Context: an optimization exercise on an open-source flow, tuned for small area. The choices shown serve that exercise and are no tape-out recipe. RTL that was checked went through simulation tests only; none was proved equivalent to the original.

==> job 8711: inputs <==
## param_data_mem
module param_data_mem #(
  parameter int DATA_W = 32,
  parameter int ADDR_W = 8,
  parameter int DEPTH  = 200
) (
  input  logic                  clk,
  input  logic                  rst_n,
  input  logic                  req,
  input  logic                  r_w,
  input  logic [ADDR_W-1:0]     address_bus,
  input  logic [DATA_W-1:0]     data_in,
  input  logic [DATA_W/8-1:0]   byte_en,
  output logic                  ready,
  output logic [DATA_W-1:0]     data_out,
  output logic                  rd_valid,
  output logic                  err
);
==> module param_data_mem, before the edit <==
module param_data_mem #(
  parameter int DATA_W = 32,
  parameter int ADDR_W = 8,
  parameter int DEPTH  = 200
) (
  input  logic                  clk,
  input  logic                  rst_n,
  input  logic                  req,
  input  logic                  r_w,
  input  logic [ADDR_W-1:0]     address_bus,
  input  logic [DATA_W-1:0]     data_in,
  input  logic [DATA_W/8-1:0]   byte_en,
  output logic                  ready,
  output logic [DATA_W-1:0]     data_out,
  output logic                  rd_valid,
  output logic                  err
);
  localparam int BE_W = DATA_W / 8;
  localparam int NLO  = 16;                        
  localparam int NHI  = (DEPTH + NLO - 1) / NLO;   
  localparam int HI_W = ADDR_W - 4;
  logic                r_ready;
  logic                r_phase;
  logic [DATA_W-1:0]   r_data_out;
  logic                r_rd_valid;
  logic                r_err;
  logic                r_wb_vld;      
  logic                r_wb_vld_n;    
  logic [ADDR_W-1:0]   r_wb_addr;
  logic [ADDR_W-1:0]   r_wb_addr_n;   
  logic [BE_W-1:0]     r_wb_be;
  logic [BE_W-1:0]     r_wb_be_n;     
  logic [DATA_W-1:0]   r_wb_data;
  logic                w_clear;
  logic                w_accept;
  logic                w_in_range;
  logic                w_fwd;
  logic [DATA_W-1:0]   w_wdata;       
  logic [NHI-1:0]      w_hi_p, w_hi_n;
  logic [NLO*BE_W-1:0] w_lo_p, w_lo_n;
  logic [DATA_W-1:0]   w_rdata;       
  logic [DATA_W-1:0]   w_rword;
  assign w_clear    = ~r_ready;
  assign w_accept   = req & r_ready;
  assign w_in_range = ({1'b0, address_bus} < (ADDR_W + 1)'(DEPTH));
  assign w_wdata    = {DATA_W{r_phase}} ^ (r_wb_data & {DATA_W{~w_clear}});
  always_comb begin
    for (int i = 0; i < NHI; i++) begin
      w_hi_p[i] = w_clear | (r_wb_vld & (r_wb_addr[ADDR_W-1:4] == HI_W'(i)));
      w_hi_n[i] = w_clear | (~r_wb_vld_n & (~r_wb_addr_n[ADDR_W-1:4] == HI_W'(i)));
    end
    for (int j = 0; j < NLO; j++)
      for (int b = 0; b < BE_W; b++) begin
        w_lo_p[j*BE_W+b] = w_clear | ((r_wb_addr[3:0] == 4'(j)) & r_wb_be[b]);
        w_lo_n[j*BE_W+b] = w_clear | ((~r_wb_addr_n[3:0] == 4'(j)) & ~r_wb_be_n[b]);
      end
  end
  logic [DATA_W-1:0] w_rd_terms [DEPTH];
  for (genvar w = 0; w < DEPTH; w++) begin : g_word
    logic [DATA_W-1:0] q;
    logic              rsel;
    for (genvar b = 0; b < BE_W; b++) begin : g_byte
      logic we, we_n;
      assign we   = w_hi_p[w / NLO] & w_lo_p[(w % NLO)*BE_W + b];
      assign we_n = ~(w_hi_n[w / NLO] & w_lo_n[(w % NLO)*BE_W + b]);
      always_ff @(posedge clk) begin
        q[8*b +: 8] <= ~(({8{we_n}} | w_wdata[8*b +: 8]) & ({8{we}} | q[8*b +: 8]));
      end
    end
    assign rsel          = (address_bus == ADDR_W'(w));
    assign w_rd_terms[w] = q & {DATA_W{rsel}};
  end
  always_comb begin
    w_rdata = '0;
    for (int w = 0; w < DEPTH; w++) w_rdata = w_rdata | w_rd_terms[w];
  end
  assign w_fwd = r_wb_vld & (r_wb_addr == address_bus) & w_in_range;
  always_comb begin
    w_rword = w_rdata ^ {DATA_W{r_phase & w_in_range}};
    for (int b = 0; b < BE_W; b++)
      if (w_fwd & r_wb_be[b]) w_rword[8*b +: 8] = r_wb_data[8*b +: 8];
  end
  always_ff @(posedge clk or negedge rst_n) begin
    if (!rst_n) begin
      r_ready    <= 1'b0;
      r_phase    <= 1'b0;
      r_rd_valid <= 1'b0;
      r_err      <= 1'b0;
      r_wb_vld   <= 1'b0;
      r_wb_vld_n <= 1'b1;
    end else begin
      r_ready    <= 1'b1;
      r_phase    <= ~r_phase;
      r_rd_valid <= w_accept & ~r_w;
      r_err      <= w_accept & ~w_in_range;
      r_wb_vld   <= w_accept & r_w;
      r_wb_vld_n <= ~(w_accept & r_w);
    end
  end
  always_ff @(posedge clk) begin
    r_wb_addr   <= address_bus;
    r_wb_addr_n <= ~address_bus;
    r_wb_be     <= byte_en;
    r_wb_be_n   <= ~byte_en;
    r_wb_data   <= data_in;
    r_data_out  <= w_rword;
  end
  assign ready    = r_ready;
  assign data_out = r_data_out;
  assign rd_valid = r_rd_valid;
  assign err      = r_err;
endmodule
Settings: LEC_CHECK=0, CAP_MARGIN=10, CORE_MARGIN=2, CORE_UTILIZATION=60, SLEW_MARGIN=10, SYNTH_MEMORY_MAX_BITS=8192; clock period 5.0 ns.
run.sh (not shown) runs the stock make flow with config.mk's settings and CLKGATE_MAP_FILE= SYNTH_SCRIPT=/design/flow/synth_recipe.tcl, a recipe that flattens the netlist after the stock synthesis.
==> job 4950: changes against job 8711 <==
==> flow/design.v (replaced) <==
`default_nettype none
module param_data_mem #(
  parameter int DATA_W = 32,
  parameter int ADDR_W = 8,
  parameter int DEPTH  = 200
) (
  input  logic                  clk,
  input  logic                  rst_n,
  input  logic                  req,
  input  logic                  r_w,
  input  logic [ADDR_W-1:0]     address_bus,
  input  logic [DATA_W-1:0]     data_in,
  input  logic [DATA_W/8-1:0]   byte_en,
  output logic                  ready,
  output logic [DATA_W-1:0]     data_out,
  output logic                  rd_valid,
  output logic                  err
);
  localparam int                BE_W    = DATA_W / 8;
  localparam logic [ADDR_W-1:0] C_LAST  = ADDR_W'(DEPTH - 1);
  localparam logic [ADDR_W:0]   C_DEPTH = (ADDR_W + 1)'(DEPTH);
  typedef enum logic [0:0] {
    S_CLEAR = 1'b0,
    S_IDLE  = 1'b1
  } state_t;
  state_t              r_state;
  logic [ADDR_W-1:0]   r_cnt;
  logic                r_ready;
  logic [DATA_W-1:0]   r_data_out;
  logic                r_rd_valid;
  logic                r_err;
  logic [DATA_W-1:0]   r_mem [DEPTH];
  logic                w_accept;
  logic                w_in_range;
  logic                w_wr_en;
  assign w_accept   = req & r_ready;
  assign w_in_range = ({1'b0, address_bus} < C_DEPTH);
  assign w_wr_en    = w_accept & r_w & w_in_range;
  always_ff @(posedge clk) begin
    if (r_state == S_CLEAR) begin
      r_mem[r_cnt] <= '0;
    end else if (w_wr_en) begin
      for (int i = 0; i < BE_W; i++) begin
        if (byte_en[i]) begin
          r_mem[address_bus][8*i +: 8] <= data_in[8*i +: 8];
        end
      end
    end
  end
  always_ff @(posedge clk or negedge rst_n) begin
    if (!rst_n) begin
      r_state    <= S_CLEAR;
      r_cnt      <= '0;
      r_ready    <= 1'b0;
      r_data_out <= '0;
      r_rd_valid <= 1'b0;
      r_err      <= 1'b0;
    end else begin
      r_rd_valid <= 1'b0;
      r_err      <= 1'b0;
      case (r_state)
        S_CLEAR: begin
          r_cnt <= r_cnt + ADDR_W'(1);
          if (r_cnt == C_LAST) begin
            r_state <= S_IDLE;
            r_ready <= 1'b1;
          end
        end
        S_IDLE: begin
          r_ready <= 1'b1;
          if (w_accept) begin
            r_err <= ~w_in_range;
            if (!r_w) begin
              r_rd_valid <= 1'b1;
              r_data_out <= w_in_range ? r_mem[address_bus] : '0;
            end
          end
        end
      endcase
    end
  end
  assign ready    = r_ready;
  assign data_out = r_data_out;
  assign rd_valid = r_rd_valid;
  assign err      = r_err;
endmodule
`default_nettype wire
CAP_MARGIN = 20   (was 10)
CORE_UTILIZATION = 40   (was 60)
SLEW_MARGIN = 20   (was 10)
==> notes <==
- Job 4950 passed the timing, DRC and antenna checks. Job 8711 aborted during global routing (5_1_grt), error GRT-0116.
- Between job 4950 and job 8711, the lower synthesized cell count is in job 4950 (gap about 47%, measured against job 8711).
- Of job 4950 and job 8711, job 4950 has the higher area after synthesis (gap about 12%, measured against job 8711).
No functional check of the RTL was part of job 8711.

-- afterwards: timing with drivers on the ports --
How much do the figures lean on ideal ports? The routed layout below was timed once more, with nothing changed but the port constraints. Step 1 (the two cells are an assumption about what drives the block):
set clk [get_ports {clk}]
set_driving_cell -lib_cell sky130_fd_sc_hd__clkbuf_16 $clk
set_driving_cell -lib_cell sky130_fd_sc_hd__buf_2 [delete_from_list [all_inputs] $clk]
Step 2 adds t to the input delays and takes it off the output delays; t is the mean of the earliest and latest rising clock arrival at the registers after step 1. Input paths then give back, and output paths get back, about the clock's delay inside the block. a / b / c = ideal / step 1 / step 2; a / b = the first two.
run: job 4950
t (ns): 1.212
slack for setup (ns): 0.477 / 0.477 / -0.411
clock arrival spread, ns: 0.074 / 0.074
cell pins on the clock port's net: 1
With both steps, setup timing fails in job 4950, where it was met with ideal ports. For job 4950, drivers alone change the setup slack by 0.000 ns; drivers and shift together by -0.888 ns.
